This is an optimization exercise on Yosys and OpenROAD, whose aim is small area, a short achievable clock period and few clock cycles per item, not a production implementation.
The RTL was checked by simulation tests, not by an equivalence proof against the original design.

Design lms_two_input_neuron_trainer, start of the top module:
module lms_two_input_neuron_trainer
(
  input  logic         clk,
  input  logic         rst,
  input  logic         sample_valid,
  output logic         sample_ready,
  input  logic [49:0]  sample,
  output logic         result_valid,
  input  logic         result_ready,
  output logic [104:0] result,
  input  logic         cfg_write,
  input  logic [1:0]   cfg_index,
  input  logic [23:0]  cfg_data
);
Size: ~350 flip-flops, about 190 I/O pins, ~34000 sq um of cells after synthesis.
Settings: LEC_CHECK=0, ABC_AREA=1, CAP_MARGIN=5, CORE_MARGIN=2, CORE_UTILIZATION=50, SETUP_SLACK_MARGIN=0.4, SLEW_MARGIN=5; clock period 7.5 ns.
run.sh (not shown) runs the stock make flow with config.mk's settings and CLKGATE_MAP_FILE= SYNTH_SCRIPT=/design/flow/synth_recipe.tcl, a recipe that flattens the netlist after the stock synthesis.
Testbench counts at the start, summed over its fixed seeds: cycles 13,626, items 3,200.
Change:
ABC_AREA = default   (was 1)
CAP_MARGIN = 20   (was 5)
CORE_UTILIZATION = 40   (was 50)
SETUP_SLACK_MARGIN = default   (was 0.4)
SLEW_MARGIN = 20   (was 5)
After rerunning:
- first-iteration DRC count shrinks by 11%
- worst setup slack gets worse by 480 ps
- non-clock buffer count grows by 178
- via count shrinks by 5.5%
- wire length grows by 1.2%
Change:
ABC_AREA = 1   (was default)
CAP_MARGIN = 5   (was 20)
CORE_UTILIZATION = 60   (was 40)
SETUP_SLACK_MARGIN = 0.4   (was default)
SLEW_MARGIN = 5   (was 20)
What happened:
- non-clock buffer count is lower by 294
- global-route usage goes up by 12 points
- design area drops by 6.7%
- utilization goes up by 21 points
Change:
ABC_AREA = default   (was 1)
SETUP_SLACK_MARGIN = default   (was 0.4)
Outcome: The changed run finished with setup timing left. Global-route usage rises by 4.0 points. Setup slack gets worse by 530 ps. Wire length grows by 9.1%. Core utilization came out higher by 3.2 points. Non-clock buffer count is higher by 217. Hold slack barely changes. Sequential share of layout area decreases by 0.89 points. Fmax decreases by 7.0%. Area after synthesis falls by 0.39%. Critical path depth goes up by 9.
Change:
ABC_AREA = 1   (was default)
SETUP_SLACK_MARGIN = 1.0   (was default)
This time the run produced a clean layout.
Worst setup slack gains 420 ps.
Via count came out higher by 4.7%.
Worst hold slack stays flat.
Change:
SETUP_SLACK_MARGIN = 0.5   (was 1.0)
Result: Clock skew came out lower by 18 ps; routed wire length came out lower by 7.0%; non-clock buffer count came out lower by 90; final cell count came out lower by 1.8%; utilization came out lower by 4.9 points; area after synthesis is unchanged; synthesized cell count stays the same; first-iteration DRC count came out lower by 9.8%; flip-flop and latch count is unchanged; fmax came out higher by 3.3%.


Starting RTL as in the previous note.
make LEC_CHECK=0 ABC_AREA=1 CAP_MARGIN=5 CORE_MARGIN=2 CORE_UTILIZATION=60 PLACE_DENSITY=0.66 SETUP_SLACK_MARGIN=0.5 SLEW_MARGIN=5 finish   # period 7.5 ns
The baseline finished with timing, DRC and antenna clean.
Testbench counts at the start, summed over its fixed seeds: cycles 13,626, items 3,200.
Change:
- CORE_UTILIZATION: 60 -> 55
- PLACE_DENSITY: 0.66 -> not set
- SETUP_SLACK_MARGIN: 0.5 -> 0.7
- The new run ran to the end with no violations
- non-clock buffer count went up by 53
- setup slack is worse by 0.021 ns
- first-iteration DRC count went up by a few percent
- via count hardly moves
- critical path depth increases by 2
Change:
- CORE_UTILIZATION: 55 -> 60
- SETUP_SLACK_MARGIN: 0.7 -> 0.6
Effect: The new run completed with no timing, DRC or antenna violations; fmax barely changes; worst hold slack is worse by 0.0032 ns; global-route usage is higher by 2.9 points; flip-flop and latch count does not change; final cell count is lower by 1.5%.
Change:
- SETUP_SLACK_MARGIN: 0.6 -> not set
Effect: The new run finished with timing, DRC and antenna clean. Count of clock-buffer cells in the layout is unchanged. Sequential share of layout area rose by 0.84 points. Fmax fell by 5.1%. Utilization fell by 2.7 points. Wire length fell by 1.9%. Non-clock buffer count fell by 38. Area after synthesis does not change.

[separate check: timing with driven ports]
Ports are ideal in the flow. The routed layouts listed here were re-timed in OpenROAD.
Step 1 (the two cells are an assumption about what drives the block):
set clk [get_ports {clk}]
set_driving_cell -lib_cell sky130_fd_sc_hd__clkbuf_16 $clk
set_driving_cell -lib_cell sky130_fd_sc_hd__buf_2 [delete_from_list [all_inputs] $clk]
Step 2 adds t to the input delays and takes it off the output delays; t is the mean of the earliest and latest rising clock arrival at the registers after step 1. Input paths then give back, and output paths get back, about the clock's delay inside the block.
Three values: no drivers, after step 1, after step 2; two values: the first two.
run | shift t [ns] | setup slack, ns | worst register clock-pin slew, ns | worst slew at a driven data input, ns
the first run of note 1 | 0.649 | 0.610 / 0.610 / 0.610 | 0.07 / 0.07 | 0.07
the second run of note 1 | 0.647 | 0.132 / 0.132 / 0.132 | 0.07 / 0.07 | 0.05
the third run of note 1 | 0.656 | 0.485 / 0.485 / 0.485 | 0.07 / 0.07 | 0.07
the fourth run of note 1 | 0.653 | -0.040 / -0.040 / -0.040 | 0.07 / 0.07 | 0.07
the fifth run of note 1 | 0.639 | 0.378 / 0.378 / 0.378 | 0.07 / 0.07 | 0.07
the sixth run of note 1 | 0.655 | 0.604 / 0.604 / 0.604 | 0.07 / 0.07 | 0.07
the first run of note 2 | 0.655 | 0.604 / 0.604 / 0.604 | 0.07 / 0.07 | 0.07
the second run of note 2 | 0.637 | 0.584 / 0.584 / 0.584 | 0.07 / 0.07 | 0.06
the third run of note 2 | 0.651 | 0.596 / 0.596 / 0.596 | 0.07 / 0.07 | 0.07
the fourth run of note 2 | 0.651 | 0.228 / 0.228 / 0.228 | 0.07 / 0.07 | 0.06
